From an optimization exercise on the open Yosys and OpenROAD flow, aimed at small area, a short achievable clock period and few clock cycles per item; shortcuts taken in it are not production practice. The RTL was checked by simulation tests, not by an equivalence proof against the original design.

===== flow/design.v =====
package lemc_pkg;
	localparam int MOT_W  = 16;
	localparam int AREA_W = 16;
	localparam int REG_W  = 16;
	localparam int TICK_W = 7;
	localparam int DIST_W = 8;
	localparam logic [DIST_W-1:0] NEAR_DIST = 8'd11;
endpackage
module lemc_qmul (
	input  logic signed [15:0] op,
	input  logic signed [19:0] o13,
	input  logic               m1_1,
	input  logic               m1_1024,
	input  logic               m1_2048,
	input  logic               m1_4096,
	input  logic               k0,
	input  logic               k1,
	input  logic               k2,
	input  logic               neg,
	output logic signed [17:0] r
);
	logic signed [28:0] o, w, m1, a6, an, p;
	assign o  = 29'(op);
	assign w  = 29'(o13);
	assign m1 = (m1_1 ? o : 29'sd0) | (m1_1024 ? (o <<< 10) : 29'sd0)
		| (m1_2048 ? (o <<< 11) : 29'sd0) | (m1_4096 ? (o <<< 12) : 29'sd0);
	assign a6 = (k0 ? (w <<< 6) : 29'sd0) | (k1 ? (w <<< 7) : 29'sd0) | (k2 ? (w <<< 8) : 29'sd0)
		| 29'(!neg);
	assign an = ~((k0 ? w : 29'sd0) | (k1 ? (w <<< 1) : 29'sd0) | (k2 ? (w <<< 2) : 29'sd0));
	assign p  = m1 + a6 + an;
	assign r  = {p[28], p[28:12]} ^ {18{neg}};
endmodule
module line_escape_motion_controller (
	input  logic                                clk,
	input  logic                                arst_n,
	input  logic                                cfg_we,
	input  logic [0:0]                          cfg_index,
	input  logic [lemc_pkg::REG_W-1:0]          cfg_data,
	input  logic                                in_valid,
	output logic                                in_ready,
	input  logic                                on_line,
	input  logic                                front_level,
	input  logic                                back_level,
	input  logic                                right_level,
	input  logic                                left_level,
	input  logic signed [lemc_pkg::MOT_W-1:0]   move_x,
	input  logic signed [lemc_pkg::MOT_W-1:0]   move_y,
	input  logic [lemc_pkg::DIST_W-1:0]         ir_distance,
	output logic                                out_valid,
	input  logic                                out_ready,
	output logic signed [lemc_pkg::MOT_W-1:0]   drive_x,
	output logic signed [lemc_pkg::MOT_W-1:0]   drive_y
);
	logic [15:0] armed_q, keep_q;
	logic [6:0]  ticks_q;
	logic [15:0] front_q, back_q, right_q, left_q;
	logic [15:0] front_d, back_d, right_d, left_d;
	logic        fnz_q, bnz_q, rnz_q, lnz_q;      
	logic        on_e_q, on_l_q, pa_q, da_q, pb_q, pb2_q;
	logic        damp_q, clr_q, near_q, koy_q, cp_q, cn_q;
	logic        xgt_q, ygt_q;                    
	logic        see_f_q, see_b_q, see_r_q, see_l_q;
	logic signed [15:0] x_q, y_q;
	logic signed [19:0] x13_q, y13_q;
	logic [16:0] d_q;
	logic        ov_q;
	logic signed [15:0] dx_q, dy_q;
	logic signed [15:0] res_x, res_y;
	logic vi, on, out_free, fire, accept, rdy, fb, amode, bmode, dstep;
	assign on       = on_e_q || on_l_q;
	assign vi       = on || pa_q || da_q || pb_q || pb2_q;
	assign out_free = !ov_q || out_ready;
	assign fire     = (on || pb2_q) && out_free;
	assign rdy      = !vi || fire;
	assign in_ready = rdy;
	assign accept   = in_valid && rdy;
	assign fb    = (fnz_q && y_q[15]) || (bnz_q && ygt_q);
	assign amode = pa_q && fb;
	assign bmode = pb_q || (pa_q && !fb);
	assign dstep = da_q || (pa_q && !fb);
	logic signed [17:0] xr, yr;
	logic signed [19:0] x13_d, y13_d;
	logic signed [15:0] x13_src;
	assign x13_src = da_q ? x_q : move_x;
	assign x13_d = 20'(x13_src) + (20'(x13_src) <<< 2) + (20'(x13_src) <<< 3);
	assign y13_d = 20'(move_y) + (20'(move_y) <<< 2) + (20'(move_y) <<< 3);
	lemc_qmul u_xmul (
		.op (x_q), .o13 (x13_q), .m1_1 (on_l_q), .m1_1024 (pb2_q), .m1_2048 (bmode),
		.m1_4096 (on_e_q), .k0 (on_e_q || bmode), .k1 (amode || pb2_q), .k2 (on_l_q),
		.neg (on || (bmode && x_q[15])), .r (xr)
	);
	lemc_qmul u_ymul (
		.op (y_q), .o13 (y13_q), .m1_1 (on_e_q), .m1_1024 (on_l_q), .m1_2048 (1'b0),
		.m1_4096 (pa_q), .k0 (pa_q), .k1 (on_l_q), .k2 (on_e_q),
		.neg (on || (pa_q && y_q[15])), .r (yr)
	);
	function automatic logic signed [15:0] sat16(input logic signed [17:0] v);
		if (v[16] != v[15]) sat16 = {v[16], {15{!v[16]}}};
		else sat16 = v[15:0];
	endfunction
	logic signed [15:0] xd, yd, xm, ym, on_x, on_y;
	logic x_gt0, x_lt0, x_ltm1, y_gt0, y_lt0, y_ltm1;
	logic xpos, xneg_v, ypos, yneg_v, cx1, cx2, cy1, cy2;
	logic [15:0] front_a, back_a, right_a, left_a;
	assign x_lt0  = x_q[15];
	assign x_gt0  = !x_q[15] && (|x_q[14:0]);
	assign x_ltm1 = x_q[15] && !(&x_q[14:0]);
	assign y_lt0  = y_q[15];
	assign y_gt0  = !y_q[15] && (|y_q[14:0]);
	assign y_ltm1 = y_q[15] && !(&y_q[14:0]);
	assign xd = sat16(xr);
	assign yd = sat16(yr);
	assign xm = damp_q ? xd : x_q;
	assign ym = damp_q ? yd : y_q;
	assign xpos   = damp_q ? x_ltm1 : x_gt0;
	assign xneg_v = damp_q ? x_gt0 : x_lt0;
	assign ypos   = damp_q ? y_ltm1 : y_gt0;
	assign yneg_v = damp_q ? y_gt0 : y_lt0;
	assign cy1 = fnz_q && ypos;
	assign cy2 = bnz_q && (cy1 || yneg_v);
	assign cx1 = rnz_q && xpos;
	assign cx2 = lnz_q && (cx1 || xneg_v);
	always_comb begin
		if (on_e_q) begin
			on_x = xm;
			on_y = ym;
		end else begin
			on_x = cx2 ? 16'sd2867 : (cx1 ? -16'sd2867 : xm);
			on_y = cy2 ? 16'sd2662 : (cy1 ? -16'sd2662 : ym);
		end
	end
	function automatic logic lt16(input logic [15:0] a, input logic [15:0] b);
		logic c;
		c = 1'b0;
		for (int i = 0; i < 16; i++) c = (!a[i] && b[i]) || ((!a[i] || b[i]) && c);
		lt16 = c;
	endfunction
	assign front_a = (on_e_q && see_f_q && lt16(front_q, armed_q)) ? armed_q : front_q;
	assign back_a  = (on_e_q && see_b_q && lt16(back_q, armed_q))  ? armed_q : back_q;
	assign right_a = (on_e_q && see_r_q && lt16(right_q, armed_q)) ? armed_q : right_q;
	assign left_a  = (on_e_q && see_l_q && lt16(left_q, armed_q))  ? armed_q : left_q;
	logic c_p, c_n, drain;
	logic signed [16:0] y5;
	logic signed [15:0] y1;
	assign c_p   = bmode ? (rnz_q && x_q[15]) : (fnz_q && y_q[15]);
	assign c_n   = bmode ? (lnz_q && xgt_q) : (bnz_q && ygt_q);
	assign drain = c_p || c_n;
	assign y5 = 17'(y_q) + 17'(y_q >>> 2);
	assign y1 = (y5[16] != y5[15]) ? {y5[16], {15{!y5[16]}}} : y5[15:0];
	logic [15:0] a_p, a_n, a_d, new_p, new_n;
	logic signed [17:0] sub, ad_s, d_s, k_s;
	logic ko, cpe, cne;
	assign a_p   = pb2_q ? right_q : front_q;
	assign a_n   = pb2_q ? left_q : back_q;
	assign cpe   = cp_q && !pa_q;
	assign cne   = cn_q && !pa_q;
	assign a_d   = cne ? a_n : a_p;
	assign ad_s  = {2'b00, a_d};
	assign d_s   = {1'b0, d_q};
	assign k_s   = {2'b00, keep_q};
	assign sub   = ad_s - d_s;
	assign ko    = (cpe ? sub > k_s : lt16(keep_q, a_p)) || (cne ? sub > k_s : lt16(keep_q, a_n));
	assign new_p = (near_q || (cpe && sub[17])) ? 16'd0 : (cpe ? sub[15:0] : a_p);
	assign new_n = (near_q || (cne && sub[17])) ? 16'd0 : (cne ? sub[15:0] : a_n);
	assign res_x = on ? on_x : (ko ? 16'sd0 : ((cp_q || cn_q) ? xr[15:0] : x_q));
	assign res_y = on ? on_y : (koy_q ? 16'sd0 : y_q);
	always_comb begin
		front_d = front_q;
		back_d  = back_q;
		right_d = right_q;
		left_d  = left_q;
		if (fire && on) begin
			front_d = clr_q ? 16'd0 : front_a;
			back_d  = clr_q ? 16'd0 : back_a;
			right_d = clr_q ? 16'd0 : right_a;
			left_d  = clr_q ? 16'd0 : left_a;
		end
		if (dstep) begin
			front_d = new_p;
			back_d  = new_n;
		end
		if (fire && pb2_q) begin
			right_d = new_p;
			left_d  = new_n;
		end
	end
	always_ff @(posedge clk or negedge arst_n) begin
		if (!arst_n) begin
			armed_q <= 16'd4096;
			keep_q  <= 16'd2048;
			ticks_q <= '0;
			front_q <= '0;
			back_q  <= '0;
			right_q <= '0;
			left_q  <= '0;
			fnz_q   <= 1'b0;
			bnz_q   <= 1'b0;
			rnz_q   <= 1'b0;
			lnz_q   <= 1'b0;
			on_e_q  <= 1'b0;
			on_l_q  <= 1'b0;
			pa_q    <= 1'b0;
			da_q    <= 1'b0;
			pb_q    <= 1'b0;
			pb2_q   <= 1'b0;
			ov_q    <= 1'b0;
		end else begin
			if (cfg_we) begin
				if (cfg_index == 1'b0) armed_q <= cfg_data;
				else keep_q <= cfg_data;
			end
			if (accept) begin
				if (!on_line) ticks_q <= '0;
				else if (ticks_q != 7'd127) ticks_q <= ticks_q + 7'd1;
			end
			if (rdy) begin
				on_e_q <= in_valid && on_line && (ticks_q[6:3] == 4'd0) && (ticks_q[2:0] != 3'd7);
				on_l_q <= in_valid && on_line && !((ticks_q[6:3] == 4'd0) && (ticks_q[2:0] != 3'd7));
				pa_q   <= in_valid && !on_line;
				da_q   <= 1'b0;
				pb_q   <= 1'b0;
				pb2_q  <= 1'b0;
			end else begin
				if (fire) begin
					on_e_q <= 1'b0;
					on_l_q <= 1'b0;
					pb2_q  <= 1'b0;
				end
				pa_q <= 1'b0;
				da_q <= amode;
				pb_q <= da_q;
				if (bmode) pb2_q <= 1'b1;
			end
			front_q <= front_d;
			back_q  <= back_d;
			right_q <= right_d;
			left_q  <= left_d;
			fnz_q   <= |front_d;
			bnz_q   <= |back_d;
			rnz_q   <= |right_d;
			lnz_q   <= |left_d;
			if (fire) ov_q <= 1'b1;
			else if (out_ready) ov_q <= 1'b0;
		end
	end
	always_ff @(posedge clk) begin
		if (pa_q || pb_q) d_q <= bmode ? xr[16:0] : yr[16:0];
		if (rdy) begin
			x_q     <= move_x;
			y_q     <= move_y;
			x13_q   <= x13_d;
			y13_q   <= y13_d;
			see_f_q <= !front_level;
			see_b_q <= !back_level;
			see_r_q <= !right_level;
			see_l_q <= !left_level;
			near_q  <= ir_distance < lemc_pkg::NEAR_DIST;
			damp_q  <= !ticks_q[6] || (!ticks_q[5] && (!ticks_q[4] || !(ticks_q[3] || ticks_q[2])));
			clr_q   <= &ticks_q[6:3];
			xgt_q   <= !move_x[15] && (|move_x[14:0]);
			ygt_q   <= !move_y[15] && (|move_y[14:0]);
		end else begin
			if (pa_q || pb_q) begin
				cp_q <= c_p;
				cn_q <= c_n;
			end
			if (amode) begin
				x_q   <= xr[15:0];
				y_q   <= y1;
				xgt_q <= !xr[15] && (|xr[14:0]);
			end
			if (bmode && drain) y_q <= y_q >>> 1;
			if (dstep) koy_q <= ko;
			if (da_q) x13_q <= x13_d;
		end
	end
	always_ff @(posedge clk) begin
		if (fire) begin
			dx_q <= res_x;
			dy_q <= res_y;
		end
	end
	assign out_valid = ov_q;
	assign drive_x   = dx_q;
	assign drive_y   = dy_q;
endmodule

===== flow/run.sh =====
#!/bin/bash
# synth_recipe.tcl (not shown) runs the flow's synth.tcl, then flattens the netlist and writes it again
# the make line also repeats each setting of config.mk as NAME=value (left out here)
make -C /OpenROAD-flow-scripts/flow DESIGN_CONFIG=/design/flow/config.mk WORK_HOME=/design/flow/orfs CLKGATE_MAP_FILE= SYNTH_SCRIPT=/design/flow/synth_recipe.tcl finish

===== flow/config.mk =====
export PLATFORM = sky130hd
export DESIGN_NAME = line_escape_motion_controller
export DESIGN_NICKNAME = line_escape_motion_controller
export VERILOG_FILES = /design/flow/design.v
export SDC_FILE = /design/flow/constraint.sdc
export NUM_CORES = 4
export LEC_CHECK = 0
export CAP_MARGIN = 20
export CORE_MARGIN = 2
export CORE_UTILIZATION = 55
export CTS_CLUSTER_DIAMETER = 100
export CTS_CLUSTER_SIZE = 40
export PLACE_DENSITY = 0.7
export SETUP_SLACK_MARGIN = 5
export SLEW_MARGIN = 20

===== flow/constraint.sdc =====
create_clock -name core_clock -period 11.0 [get_ports {clk}]
set_input_delay 2.2000 -clock core_clock [delete_from_list [all_inputs] [get_ports {clk}]]
set_output_delay 2.2000 -clock core_clock [all_outputs]
set_load 0.01 [all_outputs]

==> results of run 1 <==
==> layout make-up <==
cell class	count	area (sq um)
clock buffer	15	375
clock inverter	10	135
tap	532	666
multi-input combinational	1951	14700
inverter	258	972
fill	3581	15500
timing repair buffer	180	1730
sequential	247	6860
==> cells in the final DEF, fill, tap and decap left out, drive strengths merged, types with 24 or more instances in the layout <==
cell type	count
maj3	24
a221oi	30
buf	78
nor3	48
dfrtp	112
nand3	46
and2	29
a31oi	30
nor2b	32
xnor2	81
mux2	36
nand2b	41
mux2i	57
nor2	190
clkdlybuf4s50	93
a222oi	50
o211ai	36
a21o	46
edfxtp	133
a21oi	169
inv	262
ha	157
o21ai	189
o22ai	27
nand2	216
fa	74
==> cells by family (layout without fill, tap and decap cells) <==
kind of cell	Yosys count	count (layout)	share of synthesized area
AO/OA/AOI/OAI	788	788	0.236
AND/OR/NAND/NOR	708	711	0.149
buffers and inverters	406	463	0.0700
adder cells (fa/ha/maj)	255	255	0.162
flip-flops	247	247	0.300
XOR/XNOR	102	102	0.0391
multiplexers	95	95	0.0450
==> what timing repair did <==
action	CTS	global route
buffers inserted	18	20
endpoints found under the setup margin	43	36
resized for setup	41	46
gates cloned	2	4
pin swaps	14	24
==> cells in the mapped netlist, drive strengths merged (21+ instances only) <==
master  instances
inv           258
nand2         215
nor2          190
o21ai         189
a21oi         169
ha            157
edfxtp        133
clkbuf        115
dfrtp         112
xnor2          81
fa             74
mux2i          57
a222oi         50
nor3           48
a21o           46
nand3          46
nand2b         40
mux2           36
o211ai         36
buf            33
nor2b          32
a221oi         30
a31oi          30
and2           29
o22ai          27
maj3           24
a221o          21
o221ai         21
xor2           21
==> worst max-delay path by stage <==
stage          cells past startpoint                 to  slack (ns)         startpoint
4_1_cts                            9           in_ready        4.86          out_ready
3_5_place_dp                       9           in_ready        3.23          out_ready
3_3_place_gp                       9           in_ready        3.27          out_ready
5_1_grt                           23  dx_q[4]$_DFFE_PP_        4.94  y_q[15]$_DFFE_PP_
2_1_floorplan                      6           in_ready        5.10          out_ready
6_report                           9           in_ready        5.06          out_ready
==> metrics by stage <==
step	hold WS (ns)	instances	setup slack, ns
after floorplan	0.478	2601	5.10
after global placement	0.494	3124	3.27
after detailed placement	0.517	3124	3.23
after CTS	0.531	3169	4.86
after global routing	0.549	3193	4.94
final	0.526	3193	5.06
==> per-layer routing <==
metal / routed length (um) / share of wire / GRT usage / vias to the layer above
met5: 0 / 0 / 0 / -
met4: 5890 / 0.075 / 0.220 / 0
met3: 6170 / 0.078 / 0.0477 / 286
met2: 37200 / 0.47 / 0.598 / 1132
met1: 29700 / 0.38 / 0.437 / 10200
li1: - / - / - / 9630
==> impl_metrics.json, run 1 <==
{
  "status": "no timing/DRC/antenna violations",
  "grt-ovfl-total": 0,
  "path_buf_inv": 5,
  "start_util": 0.558,
  "synth_seq_cells": 247,
  "reg2reg_slack_ns": 5.18,
  "synth_nets": 2899,
  "gp_congestion": 0.988,
  "die_h_um": 208,
  "synth_edf_count": 133,
  "hold_viol": 0,
  "h-tree-depth": 1,
  "clock_latency_ns": 0.54,
  "rows": 74,
  "cts_hold_buf": 0,
  "worst_pin_slew_ns": 1.22,
  "placed_area_sq_um": 24200,
  "clk_pin_slew_ns": 0.10,
  "path_cells": "clkdlybuf4s50_1, nand2b_4, nand2_8, nand2_8, a21oi_4, buf_12, inv_2, buf_12, clkbuf_2",
  "critPathCaptureType": "output port",
  "grt_pass1_wl_um": 121000,
  "r2r_cells": 20,
  "crit_family": "buffers and inverters",
  "core-area_sq_um": 40900,
  "syn_to_final_growth_pct": 11.3,
  "first_pass_iters": 9,
  "ys_warn_count": 1,
  "post-route-period-util": 0.540,
  "dieArea_sq_um": 43200,
  "ios": 101,
  "synth_area_leaders": "edfxtp_1 17%, dfrtp_1 12%, ha_1 8.6%",
  "grt_pass1_vias": 20700,
  "place_hpwl_um": 58600,
  "syn-cell-area_sq_um": 22800,
  "clockRootBuffer": "clkbuf_16",
  "maxSlewViolCount": 0,
  "grt_setup_unrepaired": "yes",
  "cap_viol_max_count": 0,
  "synthCells": 2601,
  "detail_route.wl_per_cell_um": 24.7,
  "fin_worst_skew_ns": 0.0167,
  "async_flop_share": 0.462,
  "fin_tns_setup_ns": 0,
  "regToRegStartpoint": "y_q[15]$_DFFE_PP_",
  "numCtsBuffers": 15,
  "wl_um": 79000,
  "cts_buffer_depth": 3,
  "synth_area_per_cell_sq_um": 8.78,
  "worstPathRequired_ns": 8.80,
  "yosysUniqueCellTypes": 99,
  "track_usage": 0.357,
  "diodes": 0,
  "min_period_ns": 5.94,
  "r2r-end": "xgt_q$_DFFE_PP_",
  "whs_endpoint": "ticks_q[0]$_DFFE_PN0P_",
  "grt_antenna_before_repair": 0,
  "setup_viol": 0,
  "grt_start_max_net_pins": 71,
  "synth_top_cell_by_area": "edfxtp_1",
  "yosysSeqAreaShare": 0.300,
  "drtIter0Drc": 2834,
  "drcViolationCount": 0,
  "routed-via-count": 21200,
  "hp-start": "ticks_q[0]$_DFFE_PN0P_",
  "hp-class": "reg2reg",
  "maxClockFrequency_mhz": 168,
  "crit_path_start_kind": "input port",
  "die_w_um": 208,
  "slew_headroom": 0.179,
  "cts_tree": "built",
  "reg.largest.list": "x13_q (20), y13_q (20), d_q (17)",
  "fin_util": 0.621,
  "critical-path-max-stage-delay_ns": 0.49,
  "arrival_ns": 3.74,
  "synth_top_area_frac": 0.175,
  "hold_depth": 1,
  "cts_sinks": 247,
  "critical_path.max_fanout": 20,
  "drtAntennaViolNets": 0,
  "crit_slowest_cell": "clkdlybuf4s50_1",
  "final_area_sq_um": 25400,
  "numPortBuffers": 100,
  "critPathKind": "in2out",
  "synth_flop_cell": "edfxtp_1",
  "drive_above_1_share": 0.0834,
  "viasPerCell": 6.64,
  "final_nets": 2951
}
Testbench counts, summed over its fixed seeds: cycles 12,895, items 12,000.
==> run 2: changes to the inputs <==
==> flow/flow/run.sh (new file) <==
#!/bin/bash
# The standard layout (the standard.sh make call: same synthesis and settings), with
# the port buffers that global placement inserts on every input and output made
# sky130_fd_sc_hd__buf_1 cells. make's output goes to make.log; each tool's full log is
# under orfs/logs.
set -euo pipefail
W=$(pwd)
cmd=$(grep '^make ' standard.sh | head -1)
eval "$cmd BUFFER_PORTS_ARGS='-buffer_cell sky130_fd_sc_hd__buf_1'" > make.log 2>&1
res=$(ls -d "$W"/orfs/results/*/line_escape_motion_controller/base)
: # left out here: write the final layout as DEF
==> flow/standard.sh (new file) <==
#!/bin/bash
# synth_recipe.tcl (not shown) runs the flow's synth.tcl, then flattens the netlist and writes it again
# the make line also repeats each setting of config.mk as NAME=value (left out here)
make -C /OpenROAD-flow-scripts/flow DESIGN_CONFIG=/design/flow/config.mk WORK_HOME=/design/flow/orfs CLKGATE_MAP_FILE= SYNTH_SCRIPT=/design/flow/synth_recipe.tcl "${@:-finish}"
--- a/flow/config.mk
+++ b/flow/config.mk
@@ -10,4 +10,2 @@
 export CORE_UTILIZATION = 55
-export CTS_CLUSTER_DIAMETER = 100
-export CTS_CLUSTER_SIZE = 40
 export PLACE_DENSITY = 0.7
removed: flow/run.sh
==> impl_metrics.json, run 2 <==
{
  "status": "no timing/DRC/antenna violations",
  "h-tree-depth": 1,
  "async_flop_share": 0.462,
  "synth_edf_count": 133,
  "hp-class": "reg2reg",
  "die_w_um": 208,
  "grt_antenna_before_repair": 2,
  "rows": 74,
  "cts_hold_buf": 0,
  "fin_worst_skew_ns": 0.0171,
  "dieArea_sq_um": 43200,
  "critical-path-max-stage-delay_ns": 0.26,
  "drive_above_1_share": 0.0815,
  "yosysMostFrequentCell": "inv_1",
  "core-area_sq_um": 40900,
  "grt-ovfl-total": 0,
  "track_usage": 0.346,
  "post-route-period-util": 0.532,
  "worst_pin_slew_ns": 1.16,
  "routed-via-count": 21200,
  "r2r_cells": 19,
  "yosysUniqueCellTypes": 99,
  "drtIter0Drc": 2831,
  "start_util": 0.558,
  "critPathKind": "in2out",
  "wl_met2_um": 35200,
  "nFillCells": 3569,
  "ios": 101,
  "grt_pass1_vias": 20600,
  "clockRootBuffer": "clkbuf_16",
  "maxUsedRoutingLayer": "met5",
  "min_period_ns": 5.85,
  "synth_seq_cells": 247,
  "hold_depth": 1,
  "reg.largest.list": "x13_q (20), y13_q (20), d_q (17)",
  "wl_met1_um": 29200,
  "grt_pass1_wl_um": 118000,
  "detail_route.wl_per_cell_um": 24.0,
  "die_h_um": 208,
  "grt_start_max_net_pins": 77,
  "crit_slowest_cell": "nand2b_2",
  "final_common_cell": "inv_1",
  "critPathCaptureType": "output port",
  "synthCells": 2601,
  "gp_congestion": 0.991,
  "numCtsBuffers": 29,
  "syn_to_final_growth_pct": 9.02,
  "ys_warn_count": 1,
  "slew_headroom": 0.213,
  "crit_path_frequent_cell": "buf_1",
  "fin_tns_setup_ns": 0,
  "path_cells": "buf_1, nand2b_2, nand2_2, nand2_8, a21oi_4, buf_12, inv_2, buf_1",
  "cts_buffer_depth": 3,
  "synth_nets": 2899,
  "cts_tree": "built",
  "critical_path.max_fanout": 39,
  "drtAntennaViolNets": 0,
  "dp.cells": 3122,
  "dr_wl_met3_um": 6890,
  "final_nets": 2949,
  "synth_top_area_frac": 0.175,
  "first_pass_iters": 12,
  "yosysSeqAreaShare": 0.300,
  "hold_viol": 0,
  "synth_area_leaders": "edfxtp_1 17%, dfrtp_1 12%, ha_1 8.6%",
  "drcViolationCount": 0,
  "cts_sinks": 247,
  "synth_flop_cell": "edfxtp_1",
  "maxClockFrequency_mhz": 171,
  "final_cell_mix": "253 x inv_1, 210 x nand2_1, 188 x nor2_1",
  "maxSlewViolCount": 0,
  "numPortBuffers": 100,
  "viasPerCell": 6.62,
  "clk_pin_slew_ns": 0.06,
  "finalNonFillerCells": 3206,
  "synth_area_per_cell_sq_um": 8.78,
  "setup_viol": 0,
  "synth_top_cell_by_area": "edfxtp_1",
  "arrival_ns": 3.65,
  "cap_viol_max_count": 0,
  "wl_um": 76900,
  "synthTopCellsByCount": "254 x inv_1, 214 x nand2_1, 190 x nor2_1",
  "clock_latency_ns": 0.60,
  "worstPathRequired_ns": 8.80,
  "crit_path_start_kind": "input port",
  "place_hpwl_um": 57300,
  "grt_setup_unrepaired": "yes",
  "diodes": 0,
  "syn-cell-area_sq_um": 22800
}
-- run 2: cell counts after synthesis --
No cell type changed its count.
-- run 2: repair_timing --
action	in CTS	in global routing
setup endpoints to repair	43	37
hold endpoints to repair	0	0
cloned	0	2
setup buffers	10	18
resized for setup	22	30
pin swaps	8	17
-- run 2: metal layers --
| metal | global-route usage | up-vias |
|---|---|---|
| li1 | - | 9637 |
| met5 | 0 | - |
| met4 | 0.214 | 2 |
| met3 | 0.0581 | 312 |
| met1 | 0.431 | 10100 |
| met2 | 0.562 | 1183 |
-- run 2: cell families after synthesis --
kind of cell,Yosys count,share of synthesized area
flip-flops,247,0.300
buffers and inverters,406,0.0700
multiplexers,95,0.0450
AND/OR/NAND/NOR,708,0.149
XOR/XNOR,102,0.0391
adder cells (fa/ha/maj),255,0.162
AO/OA/AOI/OAI,788,0.236
-- run 2: path summary, 6_finish.rpt --
check / startpoint / end / slack [ns]
worst max register to register: y_q[15]$_DFFE_PP_ / xgt_q$_DFFE_PP_ / 5.29
worst min-delay path: ticks_q[0]$_DFFE_PN0P_ / ticks_q[0]$_DFFE_PN0P_ / 0.51
min in group asynchronous: arst_n / front_q[2]$_DFF_PN0_ / 1.74
max in group asynchronous: arst_n / pb2_q$_DFFE_PN0P_ / 7.84
worst min register to register: ticks_q[0]$_DFFE_PN0P_ / ticks_q[0]$_DFFE_PN0P_ / 0.51
worst max-delay path: out_ready / in_ready / 5.15
-- run 2: per-stage QoR --
stage,util,area (sq um),hold WS (ns),setup slack (ns)
after detailed placement,0.576,23600,0.503,3.91
after global routing,0.608,24900,0.520,4.98
after floorplan,-,22800,0.478,5.10
after global placement,0.576,23600,0.494,4.11
final,0.608,24900,0.508,5.15
after CTS,0.601,24600,0.511,4.96
-- run 2: final cells by class --
cell class / instances / area [sq um] / area share
multi-input combinational: 1949 / 14600 / 0.586
sequential: 247 / 6860 / 0.275
inverter: 258 / 972 / 0.0391
timing repair buffer: 166 / 940 / 0.0378
clock buffer: 35 / 748 / 0.0301
tap: 532 / 666 / 0.0267
clock inverter: 19 / 115 / 0.00462
-- run 2: critical path: cells and delay by family --
kind,cells,cell delay [ns]
AOI/OAI and AO/OA,1,0.20
and+or+nand+nor,3,0.62
buffers and inverters,4,0.58
==> run 3: changes to the inputs <==
--- a/flow/config.mk
+++ b/flow/config.mk
@@ -10,2 +10,4 @@
 export CORE_UTILIZATION = 55
+export CTS_CLUSTER_DIAMETER = 80
+export CTS_CLUSTER_SIZE = 30
 export PLACE_DENSITY = 0.7
==> impl_metrics.json, run 3 <==
{
  "synth_edf_count": 133,
  "drtAntennaViolNets": 0,
  "grt_start_max_net_pins": 77,
  "die_w_um": 208,
  "synth_compound_area_frac": 0.236,
  "nFillCells": 3559,
  "setup_viol": 0,
  "die_h_um": 208,
  "numPortBuffers": 100,
  "synth_area_leaders": "edfxtp_1 17%, dfrtp_1 12%, ha_1 8.6%",
  "synth_seq_cells": 247,
  "crit_slowest_cell": "nand2b_2",
  "yosysSeqAreaShare": 0.300,
  "cts_sinks": 247,
  "synth-simple-area-share": 0.149,
  "h-tree-depth": 1,
  "synth_top_cell_by_area": "edfxtp_1",
  "path_buf_inv": 4,
  "synthAdderAreaFrac": 0.162,
  "worst_pin_slew_ns": 1.08,
  "critPathKind": "in2out",
  "synth_top_family_by_area": "compound AO/OA/AOI/OAI gates",
  "routed-via-count": 21200,
  "hp-class": "reg2reg",
  "maxSlewViolCount": 0,
  "drcViolationCount": 0,
  "ios": 101,
  "crit_path_frequent_cell": "buf_1",
  "cts_hold_buf": 0,
  "track_usage": 0.346,
  "path_cells": "buf_1, nand2b_2, nand2_2, nand2_8, a21oi_4, buf_12, inv_2, buf_1",
  "async_flop_share": 0.462,
  "syn_to_final_growth_pct": 8.88,
  "clockRootBuffer": "clkbuf_16",
  "first_pass_iters": 14,
  "cts_buffer_depth": 3,
  "post-route-period-util": 0.533,
  "crit_path_start_kind": "input port",
  "fin_util": 0.607,
  "status": "no timing/DRC/antenna violations",
  "detail_route.wl_per_cell_um": 24.0,
  "reg.largest.list": "x13_q (20), y13_q (20), d_q (17)",
  "grt_pass1_vias": 20600,
  "yosysUniqueCellTypes": 99,
  "final_area_sq_um": 24900,
  "synth_area_per_cell_sq_um": 8.78,
  "min_period_ns": 5.86,
  "diodes": 0,
  "synthTopCellsByCount": "254 x inv_1, 214 x nand2_1, 190 x nor2_1",
  "synth_nets": 2899,
  "ys_warn_count": 1,
  "critical_path.max_fanout": 39,
  "clock_latency_ns": 0.58,
  "synth.area.mux_share": 0.0450,
  "final_common_cell": "inv_1",
  "crit_family": "simple AND/OR/NAND/NOR gates",
  "grt_pass1_wl_um": 118000,
  "place_hpwl_um": 57300,
  "critPathCaptureType": "output port",
  "final_cell_mix": "253 x inv_1, 210 x nand2_1, 188 x nor2_1",
  "wl_um": 76800,
  "cap_viol_max_count": 0,
  "maxClockFrequency_mhz": 171,
  "placed_area_sq_um": 23600,
  "yosysMostFrequentCell": "inv_1",
  "arrival_ns": 3.66,
  "drtIter0Drc": 2688,
  "viasPerCell": 6.65,
  "slew_headroom": 0.268,
  "synthCells": 2601,
  "fin_tns_setup_ns": 0,
  "start_util": 0.558,
  "grt_antenna_before_repair": 0,
  "dieArea_sq_um": 43200,
  "cts_tree": "built",
  "final_nets": 2942,
  "numCtsBuffers": 22,
  "syn-cell-area_sq_um": 22800,
  "core-area_sq_um": 40900,
  "synth-xor-area-share": 0.0391,
  "synth_top_area_frac": 0.175,
  "critical-path-max-stage-delay_ns": 0.26,
  "fin_hold_ws_ns": 0.509,
  "synth_flop_cell": "edfxtp_1",
  "rows": 74,
  "worstPathRequired_ns": 8.80,
  "grt-ovfl-total": 0,
  "grt_setup_unrepaired": "yes",
  "fin_worst_skew_ns": 0.0308,
  "clk_pin_slew_ns": 0.08,
  "gp_congestion": 0.991,
  "hold_viol": 0,
  "drive_above_1_share": 0.0812
}
==> run 3: worst paths after layout <==
path,start,endpoint,slack [ns],depth (start not counted)
min in group asynchronous,arst_n,front_q[2]$_DFF_PN0_,1.76,1
worst max-delay path,out_ready,in_ready,5.14,8
worst min-delay path,ticks_q[0]$_DFFE_PN0P_,ticks_q[0]$_DFFE_PN0P_,0.51,1
worst min register to register,ticks_q[0]$_DFFE_PN0P_,ticks_q[0]$_DFFE_PN0P_,0.51,1
max in group asynchronous,arst_n,pb2_q$_DFFE_PN0P_,7.86,2
worst max register to register,pa_q$_DFF_PN0_,dx_q[2]$_DFFE_PP_,5.29,23
==> run 3: layout make-up <==
type | instances | area [sq um] | area share
Tap cell | 532 | 666 | 0.0268
Timing Repair Buffer | 166 | 941 | 0.0379
Sequential cell | 247 | 6860 | 0.276
Multi-Input combinational cell | 1949 | 14600 | 0.587
Clock inverter | 18 | 279 | 0.0112
Clock buffer | 22 | 551 | 0.0221
Inverter | 258 | 972 | 0.0391
==> run 3: layer usage <==
metal,global-route usage,up-vias,share of wire
met3,0.0546,289,0.092
met1,0.431,10100,0.38
met2,0.564,1243,0.46
met4,0.214,0,0.070
met5,0,-,0
li1,-,9608,-
==> run 3: kinds of logic (layout without fill, tap and decap cells) <==
kind of cell / after synthesis / count (layout)
compound gates: 788 / 788
simple gates: 708 / 709
buf+inv: 406 / 464
fa+ha+maj: 255 / 255
flops: 247 / 247
xor+xnor: 102 / 102
mux: 95 / 95
==> run 3: metrics by stage <==
step                      setup WS, ns  cells
after floorplan                   5.10   2601
after global placement            4.11   3122
after detailed placement          3.91   3122
after CTS                         5.01   3172
after global routing              4.95   3192
final                             5.14   3192
==> run 3: what timing repair did <==
| action | in CTS | in global routing |
|---|---|---|
| cloned | 0 | 2 |
| endpoints found under the setup margin | 44 | 40 |
| hold endpoints to repair | 0 | 0 |
| gates resized for setup | 23 | 29 |
| pin swaps | 8 | 17 |
| setup buffers | 10 | 18 |

[re-timing with driven ports]
No port has a modelled driver above. Below, the same layouts with a new extraction and two added sets of constraints. Step 1 sets driving cells, clkbuf_16 on the clock port and buf_2 on the other inputs (assumed; they add their load-dependent delay and slew). Step 2 also shifts input and output timing later by t, the mid clock arrival at the registers, as if the neighbouring blocks saw the same clock. Three values: ideal, step 1, step 2; two values: the first two.
run | t (ns) | setup WS [ns] | worst setup path at the end | worst slew at a driven data input, ns | pins driven straight from the clock port
run 1 | 0.591 | 5.057 / 5.031 / 4.759 | input to register | 0.05 | 1
run 2 | 0.644 | 5.152 / 5.129 / 4.727 | input to register | 0.04 | 1
run 3 | 0.624 | 5.138 / 5.115 / 4.728 | input to register | 0.04 | 1
After both steps setup and hold are still met in every run listed. The setup slack of run 2, which loses most, moves by -0.023 ns with the drivers and by -0.425 ns with both steps.
